This is an optimization exercise on Yosys and OpenROAD, whose aim is small area, a short achievable clock period and few clock cycles per item, not a production implementation. Only simulation tests tie the RTL to the original design; equivalence was not proved. Power and IR drop assume default switching activity.

==> inputs of tundra <==
## iexecute
module iexecute
#(
  parameter int          WORD    = 64,
  parameter logic [10:0] MUL_OPC = 11'b10011011000
) (
  input  logic            clk,
  input  logic            rst,
  input  logic            flush_in,
  input  logic [WORD-1:0] cur_pc_in,
  input  logic [WORD-1:0] read_data1_in,
  input  logic [WORD-1:0] read_data2_in,
  input  logic [WORD-1:0] sign_extend_imm_in,
  input  logic [5:0]      shamt_in,
  input  logic [10:0]     opcode_in,
  input  logic [1:0]      alu_op_in,
  input  logic            alu_src_in,
  input  logic            branch_in,
  input  logic            uncondbranch_in,
  input  logic            mem_read_in,
  input  logic            mem_write_in,
  input  logic            mem_to_reg_in,
  input  logic            reg_write_in,
  input  logic [4:0]      write_register_in,
  output logic            stall,
  output logic            zero,
  output logic            branch,
  output logic            uncondbranch,
  output logic            mem_read,
  output logic            mem_write,
  output logic            mem_to_reg,
  output logic            reg_write,
  output logic [WORD-1:0] mem_address,
  output logic [WORD-1:0] mem_write_data,
  output logic [WORD-1:0] branch_target,
  output logic [WORD-1:0] cur_pc,
  output logic [10:0]     opcode,
  output logic [4:0]      write_register
);
  localparam int K     = 16;             
  localparam int STEPS = WORD / K;       
  localparam int CW    = (STEPS > 1) ? $clog2(STEPS) : 1;
  logic          stall_q;    
  logic          vld_q;      
  logic [WORD-1:0] pc_q, rd2_q, imm_q, a_q, res_q, car_q;
  logic            cin_q;
  logic [5:0]      ctl_q;
  logic [10:0]     opc_q;
  logic [4:0]      wr_q;
  logic            src_q;
  logic [CW-1:0]   cnt_q;
  logic            mul_in;
  logic            last;
  logic            fin;
  logic [WORD-1:0] b_in;
  logic [WORD-1:0] alu_res;
  logic            f_add, f_sub, f_and, f_orr, f_lsl, f_lsr, f_passb;
  assign mul_in = (opcode_in == MUL_OPC);
  assign b_in   = alu_src_in ? sign_extend_imm_in : read_data2_in;
  always_comb begin
    f_add = 1'b0; f_sub = 1'b0; f_and = 1'b0; f_orr = 1'b0;
    f_lsl = 1'b0; f_lsr = 1'b0; f_passb = 1'b0;
    if (!mul_in) begin
      case (alu_op_in)
        exec_pkg::ALU_ADD:   f_add   = 1'b1;
  ...
==> module iexecute, before the edit <==
module iexecute
#(
  parameter int          WORD    = 64,
  parameter logic [10:0] MUL_OPC = 11'b10011011000
) (
  input  logic            clk,
  input  logic            rst,
  input  logic            flush_in,
  input  logic [WORD-1:0] cur_pc_in,
  input  logic [WORD-1:0] read_data1_in,
  input  logic [WORD-1:0] read_data2_in,
  input  logic [WORD-1:0] sign_extend_imm_in,
  input  logic [5:0]      shamt_in,
  input  logic [10:0]     opcode_in,
  input  logic [1:0]      alu_op_in,
  input  logic            alu_src_in,
  input  logic            branch_in,
  input  logic            uncondbranch_in,
  input  logic            mem_read_in,
  input  logic            mem_write_in,
  input  logic            mem_to_reg_in,
  input  logic            reg_write_in,
  input  logic [4:0]      write_register_in,
  output logic            stall,
  output logic            zero,
  output logic            branch,
  output logic            uncondbranch,
  output logic            mem_read,
  output logic            mem_write,
  output logic            mem_to_reg,
  output logic            reg_write,
  output logic [WORD-1:0] mem_address,
  output logic [WORD-1:0] mem_write_data,
  output logic [WORD-1:0] branch_target,
  output logic [WORD-1:0] cur_pc,
  output logic [10:0]     opcode,
  output logic [4:0]      write_register
);
  localparam int K     = 16;             
  localparam int STEPS = WORD / K;       
  localparam int CW    = (STEPS > 1) ? $clog2(STEPS) : 1;
  logic          stall_q;    
  logic          vld_q;      
  logic [WORD-1:0] pc_q, rd2_q, imm_q, a_q, res_q, car_q;
  logic            cin_q;
  logic [5:0]      ctl_q;
  logic [10:0]     opc_q;
  logic [4:0]      wr_q;
  logic            src_q;
  logic [CW-1:0]   cnt_q;
  logic            mul_in;
  logic            last;
  logic            fin;
  logic [WORD-1:0] b_in;
  logic [WORD-1:0] alu_res;
  logic            f_add, f_sub, f_and, f_orr, f_lsl, f_lsr, f_passb;
  assign mul_in = (opcode_in == MUL_OPC);
  assign b_in   = alu_src_in ? sign_extend_imm_in : read_data2_in;
  always_comb begin
    f_add = 1'b0; f_sub = 1'b0; f_and = 1'b0; f_orr = 1'b0;
    f_lsl = 1'b0; f_lsr = 1'b0; f_passb = 1'b0;
    if (!mul_in) begin
      case (alu_op_in)
        exec_pkg::ALU_ADD:   f_add   = 1'b1;
        exec_pkg::ALU_PASSB: f_passb = 1'b1;
        exec_pkg::ALU_RTYPE: begin
          casez (opcode_in)
            exec_pkg::OP_ADD, 11'b1001000100?: f_add = 1'b1;
            exec_pkg::OP_SUB, 11'b1101000100?: f_sub = 1'b1;
            exec_pkg::OP_AND:                  f_and = 1'b1;
            exec_pkg::OP_ORR:                  f_orr = 1'b1;
            exec_pkg::OP_LSL:                  f_lsl = 1'b1;
            exec_pkg::OP_LSR:                  f_lsr = 1'b1;
            default: ;
          endcase
        end
        default: ;
      endcase
    end
  end
  logic [WORD-1:0] a_rev, sh_in, sh_out, shl, shr;
  for (genvar i = 0; i < WORD; i++) begin : g_rev
    assign a_rev[i] = read_data1_in[WORD-1-i];
    assign shl[i]   = sh_out[WORD-1-i];
  end
  assign sh_in  = opcode_in[0] ? a_rev : read_data1_in;
  assign sh_out = sh_in >> shamt_in;
  assign shr    = sh_out;
  logic [WORD-1:0] car_res;
  assign car_res = {WORD{f_add | f_sub | f_passb}} & (b_in ^ {WORD{f_sub}});
  always_comb begin
    alu_res = '0;
    if (f_add | f_sub) alu_res = read_data1_in;
    if (f_and)         alu_res = read_data1_in & b_in;
    if (f_orr)         alu_res = read_data1_in | b_in;
    if (f_lsl)         alu_res = shl;
    if (f_lsr)         alu_res = shr;
  end
  logic [WORD-1:0] m_q;
  logic [WORD-1:0] mul_s, mul_c;
  assign m_q = src_q ? imm_q : rd2_q;
  seq_multiplier #(.WORD(WORD), .K(K)) u_mul (
    .acc_s    (res_q),
    .acc_c    (car_q),
    .m        (m_q),
    .dig      (a_q[WORD-1 -: K]),
    .lo       (a_q[WORD-1-K]),
    .sum_s    (mul_s),
    .sum_c    (mul_c)
  );
  assign last = (cnt_q == CW'(STEPS - 1));
  assign fin  = !flush_in && (stall_q ? last : !mul_in);
  always_ff @(posedge clk or posedge rst) begin
    if (rst) begin
      stall_q <= 1'b0;
      vld_q   <= 1'b0;
    end else begin
      stall_q <= !flush_in && (stall_q ? !last : mul_in);
      vld_q   <= fin;
    end
  end
  always_ff @(posedge clk) begin
    if (!stall_q) begin
      pc_q  <= cur_pc_in;
      rd2_q <= read_data2_in;
      imm_q <= sign_extend_imm_in;
      opc_q <= opcode_in;
      wr_q  <= write_register_in;
      src_q <= alu_src_in;
      ctl_q <= {branch_in, uncondbranch_in, mem_read_in,
                mem_write_in, mem_to_reg_in, reg_write_in};
    end
    cnt_q <= stall_q ? cnt_q + 1'b1 : '0;
    a_q   <= stall_q ? (a_q << K) : read_data1_in;
    res_q <= stall_q ? mul_s : alu_res;
    car_q <= stall_q ? mul_c : car_res;
    cin_q <= !stall_q && f_sub;
  end
  assign stall          = stall_q;
  logic [WORD:0] sum_w;
  assign sum_w = {res_q, 1'b1} + {car_q, cin_q};
  assign zero           = vld_q &&
                          &((res_q ^ car_q) ~^ {res_q[WORD-2:0] | car_q[WORD-2:0], cin_q});
  assign mem_address    = sum_w[WORD:1];
  assign mem_write_data = rd2_q;
  assign branch_target  = pc_q + {imm_q[WORD-3:0], 2'b00};
  assign cur_pc         = pc_q;
  assign opcode         = opc_q;
  assign write_register = wr_q;
  assign {branch, uncondbranch, mem_read,
          mem_write, mem_to_reg, reg_write} = vld_q ? ctl_q : 6'b0;
endmodule
clock: 11.0 ns
lec_check: 0
abc_area: 1
cap_margin: 20
core_margin: 2
core_utilization: 40
setup_slack_margin: 5
slew_margin: 20
run.sh (not shown) runs the stock make flow with config.mk's settings and CLKGATE_MAP_FILE= SYNTH_SCRIPT=/design/flow/synth_recipe.tcl, a recipe that flattens the netlist after the stock synthesis.
==> quartz: changes against tundra <==
--- a/flow/design.v
+++ b/flow/design.v
@@ -977,16 +977,16 @@
   localparam int K     = 16;             
   localparam int STEPS = WORD / K;       
-  localparam int CW    = (STEPS > 1) ? $clog2(STEPS) : 1;
+  localparam int CW    = $clog2(STEPS);
   logic          stall_q;    
   logic          vld_q;      
-  logic [WORD-1:0] pc_q, rd2_q, imm_q, a_q, res_q, car_q;
+  logic [WORD-1:0] pc_q, rd2_q, bt_q, m_q, a_q, res_q, car_q;
   logic            cin_q;
   logic [5:0]      ctl_q;
   logic [10:0]     opc_q;
   logic [4:0]      wr_q;
-  logic            src_q;
-  logic [CW-1:0]   cnt_q;
+  logic [CW-1:0]   dig_q;      
   logic            mul_in;
   logic            last;
+  logic            mul_go;
   logic            fin;
   logic [WORD-1:0] b_in;
@@ -1025,4 +1025,10 @@
   assign sh_out = sh_in >> shamt_in;
   assign shr    = sh_out;
+  logic [WORD-1:0] bt_d;
+  bk_add #(.W(WORD)) u_bt (
+    .a (cur_pc_in),
+    .b ({sign_extend_imm_in[WORD-3:0], 2'b00}),
+    .y (bt_d)
+  );
   logic [WORD-1:0] car_res;
   assign car_res = {WORD{f_add | f_sub | f_passb}} & (b_in ^ {WORD{f_sub}});
@@ -1035,18 +1041,43 @@
     if (f_lsr)         alu_res = shr;
   end
-  logic [WORD-1:0] m_q;
   logic [WORD-1:0] mul_s, mul_c;
-  assign m_q = src_q ? imm_q : rd2_q;
+  logic [CW:0] skip_a, skip_b, skip_d;
+  logic        swap;
+  function automatic logic [CW:0] lead_skip(input logic [WORD-1:0] x);
+    logic [WORD-1:0] mk;
+    lead_skip = '0;
+    for (int j = 1; j < STEPS; j++) begin
+      mk = {WORD{1'b1}} << (WORD - 1 - K * j);
+      if ((x & mk) == mk || (x & mk) == '0) lead_skip = (CW+1)'(j);
+    end
+    if (x == '0) lead_skip = (CW+1)'(STEPS);
+  endfunction
+  assign skip_a = lead_skip(read_data1_in);
+  assign skip_b = lead_skip(b_in);
+  assign swap   = skip_b > skip_a;
+  assign skip_d = swap ? skip_b : skip_a;
+  assign mul_go = mul_in && (read_data1_in != '0) && (b_in != '0);
+  function automatic logic [K:0] digit_of(input logic [WORD-1:0] x, input logic [CW-1:0] i);
+    logic [WORD:0] xl;
+    xl = {x, 1'b0};
+    digit_of = '0;
+    for (int j = 0; j < STEPS; j++)
+      if (i == CW'(j)) digit_of = xl[WORD-K*j -: K+1];
+  endfunction
+  logic [K:0] dreg_q;
+  logic [K:0] dreg_d;
+  assign dreg_d = stall_q ? digit_of(a_q, dig_q + 1'b1)
+                          : digit_of(swap ? b_in : read_data1_in, skip_d[CW-1:0]);
   seq_multiplier #(.WORD(WORD), .K(K)) u_mul (
     .acc_s    (res_q),
     .acc_c    (car_q),
     .m        (m_q),
-    .dig      (a_q[WORD-1 -: K]),
-    .lo       (a_q[WORD-1-K]),
+    .dig      (dreg_q[K:1]),
+    .lo       (dreg_q[0]),
     .sum_s    (mul_s),
     .sum_c    (mul_c)
   );
-  assign last = (cnt_q == CW'(STEPS - 1));
-  assign fin  = !flush_in && (stall_q ? last : !mul_in);
+  assign last = (dig_q == CW'(STEPS - 1));
+  assign fin  = !flush_in && (stall_q ? last : !mul_go);
   always_ff @(posedge clk or posedge rst) begin
     if (rst) begin
@@ -1054,5 +1085,5 @@
       vld_q   <= 1'b0;
     end else begin
-      stall_q <= !flush_in && (stall_q ? !last : mul_in);
+      stall_q <= !flush_in && (stall_q ? !last : mul_go);
       vld_q   <= fin;
     end
@@ -1062,13 +1093,14 @@
       pc_q  <= cur_pc_in;
       rd2_q <= read_data2_in;
-      imm_q <= sign_extend_imm_in;
+      bt_q  <= bt_d;
+      a_q   <= swap ? b_in : read_data1_in;
+      m_q   <= swap ? read_data1_in : b_in;
       opc_q <= opcode_in;
       wr_q  <= write_register_in;
-      src_q <= alu_src_in;
       ctl_q <= {branch_in, uncondbranch_in, mem_read_in,
                 mem_write_in, mem_to_reg_in, reg_write_in};
     end
-    cnt_q <= stall_q ? cnt_q + 1'b1 : '0;
-    a_q   <= stall_q ? (a_q << K) : read_data1_in;
+    dig_q <= stall_q ? dig_q + 1'b1 : skip_d[CW-1:0];
+    dreg_q <= dreg_d;
     res_q <= stall_q ? mul_s : alu_res;
     car_q <= stall_q ? mul_c : car_res;
@@ -1082,5 +1114,5 @@
   assign mem_address    = sum_w[WORD:1];
   assign mem_write_data = rd2_q;
-  assign branch_target  = pc_q + {imm_q[WORD-3:0], 2'b00};
+  assign branch_target  = bt_q;
   assign cur_pc         = pc_q;
   assign opcode         = opc_q;
@@ -1089,2 +1121,29 @@
           mem_write, mem_to_reg, reg_write} = vld_q ? ctl_q : 6'b0;
 endmodule
+module bk_add #(
+  parameter int W = 64
+) (
+  input  logic [W-1:0] a,
+  input  logic [W-1:0] b,
+  output logic [W-1:0] y
+);
+  logic [W-1:0] g, p, pg;
+  always_comb begin
+    g  = a & b;
+    p  = a ^ b;
+    pg = p;
+    for (int d = 1; d < W; d = d * 2) begin
+      for (int i = 2 * d - 1; i < W; i = i + 2 * d) begin
+        g[i]  = g[i] | (pg[i] & g[i-d]);
+        pg[i] = pg[i] & pg[i-d];
+      end
+    end
+    for (int d = W / 4; d >= 1; d = d / 2) begin
+      for (int i = 3 * d - 1; i < W; i = i + 2 * d) begin
+        g[i]  = g[i] | (pg[i] & g[i-d]);
+        pg[i] = pg[i] & pg[i-d];
+      end
+    end
+    y = p ^ {g[W-2:0], 1'b0};
+  end
+endmodule
==> flow/flow/run.sh (new file) <==
#!/bin/bash
set -euo pipefail
bash standard.sh "BUFFER_PORTS_ARGS=-buffer_cell sky130_fd_sc_hd__buf_1" SETUP_SLACK_MARGIN=6 finish > standard_flow.log 2>&1
==> flow/standard.sh (new file) <==
#!/bin/bash
# synth_recipe.tcl (not shown) runs the flow's synth.tcl, then flattens the netlist and writes it again
# the make line also repeats each setting of config.mk as NAME=value (left out here)
make -C /OpenROAD-flow-scripts/flow DESIGN_CONFIG=/design/flow/config.mk WORK_HOME=/design/flow/orfs CLKGATE_MAP_FILE= SYNTH_SCRIPT=/design/flow/synth_recipe.tcl "${@:-finish}"
CORE_UTILIZATION = 55   (was 40)
SETUP_SLACK_MARGIN = default   (was 5)
removed: flow/run.sh
==> fjord: changes against tundra <==
--- a/flow/design.v
+++ b/flow/design.v
@@ -977,16 +977,16 @@
   localparam int K     = 16;             
   localparam int STEPS = WORD / K;       
-  localparam int CW    = (STEPS > 1) ? $clog2(STEPS) : 1;
+  localparam int CW    = $clog2(STEPS);
   logic          stall_q;    
   logic          vld_q;      
-  logic [WORD-1:0] pc_q, rd2_q, imm_q, a_q, res_q, car_q;
+  logic [WORD-1:0] pc_q, rd2_q, bt_q, m_q, a_q, res_q, car_q;
   logic            cin_q;
   logic [5:0]      ctl_q;
   logic [10:0]     opc_q;
   logic [4:0]      wr_q;
-  logic            src_q;
-  logic [CW-1:0]   cnt_q;
+  logic [CW-1:0]   dig_q;      
   logic            mul_in;
   logic            last;
+  logic            mul_go;
   logic            fin;
   logic [WORD-1:0] b_in;
@@ -1025,4 +1025,10 @@
   assign sh_out = sh_in >> shamt_in;
   assign shr    = sh_out;
+  logic [WORD-1:0] bt_d;
+  bk_add #(.W(WORD)) u_bt (
+    .a (cur_pc_in),
+    .b ({sign_extend_imm_in[WORD-3:0], 2'b00}),
+    .y (bt_d)
+  );
   logic [WORD-1:0] car_res;
   assign car_res = {WORD{f_add | f_sub | f_passb}} & (b_in ^ {WORD{f_sub}});
@@ -1035,18 +1041,43 @@
     if (f_lsr)         alu_res = shr;
   end
-  logic [WORD-1:0] m_q;
   logic [WORD-1:0] mul_s, mul_c;
-  assign m_q = src_q ? imm_q : rd2_q;
+  logic [CW:0] skip_a, skip_b, skip_d;
+  logic        swap;
+  function automatic logic [CW:0] lead_skip(input logic [WORD-1:0] x);
+    logic [WORD-1:0] mk;
+    lead_skip = '0;
+    for (int j = 1; j < STEPS; j++) begin
+      mk = {WORD{1'b1}} << (WORD - 1 - K * j);
+      if ((x & mk) == mk || (x & mk) == '0) lead_skip = (CW+1)'(j);
+    end
+    if (x == '0) lead_skip = (CW+1)'(STEPS);
+  endfunction
+  assign skip_a = lead_skip(read_data1_in);
+  assign skip_b = lead_skip(b_in);
+  assign swap   = skip_b > skip_a;
+  assign skip_d = swap ? skip_b : skip_a;
+  assign mul_go = mul_in && (read_data1_in != '0) && (b_in != '0);
+  function automatic logic [K:0] digit_of(input logic [WORD-1:0] x, input logic [CW-1:0] i);
+    logic [WORD:0] xl;
+    xl = {x, 1'b0};
+    digit_of = '0;
+    for (int j = 0; j < STEPS; j++)
+      if (i == CW'(j)) digit_of = xl[WORD-K*j -: K+1];
+  endfunction
+  logic [K:0] dreg_q;
+  logic [K:0] dreg_d;
+  assign dreg_d = stall_q ? digit_of(a_q, dig_q + 1'b1)
+                          : digit_of(swap ? b_in : read_data1_in, skip_d[CW-1:0]);
   seq_multiplier #(.WORD(WORD), .K(K)) u_mul (
     .acc_s    (res_q),
     .acc_c    (car_q),
     .m        (m_q),
-    .dig      (a_q[WORD-1 -: K]),
-    .lo       (a_q[WORD-1-K]),
+    .dig      (dreg_q[K:1]),
+    .lo       (dreg_q[0]),
     .sum_s    (mul_s),
     .sum_c    (mul_c)
   );
-  assign last = (cnt_q == CW'(STEPS - 1));
-  assign fin  = !flush_in && (stall_q ? last : !mul_in);
+  assign last = (dig_q == CW'(STEPS - 1));
+  assign fin  = !flush_in && (stall_q ? last : !mul_go);
   always_ff @(posedge clk or posedge rst) begin
     if (rst) begin
@@ -1054,5 +1085,5 @@
       vld_q   <= 1'b0;
     end else begin
-      stall_q <= !flush_in && (stall_q ? !last : mul_in);
+      stall_q <= !flush_in && (stall_q ? !last : mul_go);
       vld_q   <= fin;
     end
@@ -1062,13 +1093,14 @@
       pc_q  <= cur_pc_in;
       rd2_q <= read_data2_in;
-      imm_q <= sign_extend_imm_in;
+      bt_q  <= bt_d;
+      a_q   <= swap ? b_in : read_data1_in;
+      m_q   <= swap ? read_data1_in : b_in;
       opc_q <= opcode_in;
       wr_q  <= write_register_in;
-      src_q <= alu_src_in;
       ctl_q <= {branch_in, uncondbranch_in, mem_read_in,
                 mem_write_in, mem_to_reg_in, reg_write_in};
     end
-    cnt_q <= stall_q ? cnt_q + 1'b1 : '0;
-    a_q   <= stall_q ? (a_q << K) : read_data1_in;
+    dig_q <= stall_q ? dig_q + 1'b1 : skip_d[CW-1:0];
+    dreg_q <= dreg_d;
     res_q <= stall_q ? mul_s : alu_res;
     car_q <= stall_q ? mul_c : car_res;
@@ -1082,5 +1114,5 @@
   assign mem_address    = sum_w[WORD:1];
   assign mem_write_data = rd2_q;
-  assign branch_target  = pc_q + {imm_q[WORD-3:0], 2'b00};
+  assign branch_target  = bt_q;
   assign cur_pc         = pc_q;
   assign opcode         = opc_q;
@@ -1089,2 +1121,29 @@
           mem_write, mem_to_reg, reg_write} = vld_q ? ctl_q : 6'b0;
 endmodule
+module bk_add #(
+  parameter int W = 64
+) (
+  input  logic [W-1:0] a,
+  input  logic [W-1:0] b,
+  output logic [W-1:0] y
+);
+  logic [W-1:0] g, p, pg;
+  always_comb begin
+    g  = a & b;
+    p  = a ^ b;
+    pg = p;
+    for (int d = 1; d < W; d = d * 2) begin
+      for (int i = 2 * d - 1; i < W; i = i + 2 * d) begin
+        g[i]  = g[i] | (pg[i] & g[i-d]);
+        pg[i] = pg[i] & pg[i-d];
+      end
+    end
+    for (int d = W / 4; d >= 1; d = d / 2) begin
+      for (int i = 3 * d - 1; i < W; i = i + 2 * d) begin
+        g[i]  = g[i] | (pg[i] & g[i-d]);
+        pg[i] = pg[i] & pg[i-d];
+      end
+    end
+    y = p ^ {g[W-2:0], 1'b0};
+  end
+endmodule
==> flow/flow/run.sh (new file) <==
#!/bin/bash
set -euo pipefail
bash standard.sh "BUFFER_PORTS_ARGS=-buffer_cell sky130_fd_sc_hd__buf_1" SETUP_SLACK_MARGIN=6 finish > standard_flow.log 2>&1
==> flow/standard.sh (new file) <==
#!/bin/bash
# synth_recipe.tcl (not shown) runs the flow's synth.tcl, then flattens the netlist and writes it again
# the make line also repeats each setting of config.mk as NAME=value (left out here)
make -C /OpenROAD-flow-scripts/flow DESIGN_CONFIG=/design/flow/config.mk WORK_HOME=/design/flow/orfs CLKGATE_MAP_FILE= SYNTH_SCRIPT=/design/flow/synth_recipe.tcl "${@:-finish}"
CORE_UTILIZATION = 45   (was 40)
SETUP_SLACK_MARGIN = default   (was 5)
removed: flow/run.sh
==> notes <==
- fjord completed without violations. quartz completed with no timing, DRC or antenna violations. tundra ran to the end with no violations.
- Power, highest first: quartz, fjord, tundra.
- In critical path depth, tundra and fjord do not differ.
- The lowest first-iteration DRC count belongs to fjord, the highest to quartz.
- Of fjord and tundra, fjord has the higher global-route usage (gap 3.7 points).
- Clock-buffer cell count: fjord is lower than quartz (10).
- In tundra the routed wire length is higher than in quartz, by about 2%.
Testbench counts of tundra, summed over its fixed seeds: cycles 18,264, items 12,000.
Testbench counts of quartz, summed over its fixed seeds: cycles 16,375, items 12,000.
Testbench counts of fjord, summed over its fixed seeds: cycles 16,375, items 12,000.

-- re-timing with driven ports --
In the flow no input, the clock included, has a driving cell. The finished layouts below were timed again as built, in two steps.
Step 1: set_driving_cell puts a clkbuf_16 on clk and a buf_2 on each other input, an assumption about the parent block.
Step 2, shift: input delay + t, output delay - t, t = (earliest + latest rising clock arrival at the registers) / 2. This alone moves slack from input paths to output paths.
Three values: ideal ports, drivers, drivers and shift; two values: the first two.
run | t (ns) | slack for setup (ns) | latest minus earliest clock arrival (ns) | worst register clock-pin slew, ns | pins driven straight from the clock port
tundra | 0.735 | 4.967 / 4.885 / 4.549 | 0.068 / 0.068 | 0.07 / 0.07 | 1
quartz | 0.772 | 5.445 / 5.362 / 4.695 | 0.038 / 0.038 | 0.07 / 0.07 | 1
fjord | 0.780 | 5.603 / 5.514 / 4.999 | 0.081 / 0.081 | 0.08 / 0.08 | 1
After both steps every run listed still meets setup and hold. The setup slack of quartz, which loses most, moves by -0.083 ns with the drivers and by -0.750 ns with both steps.
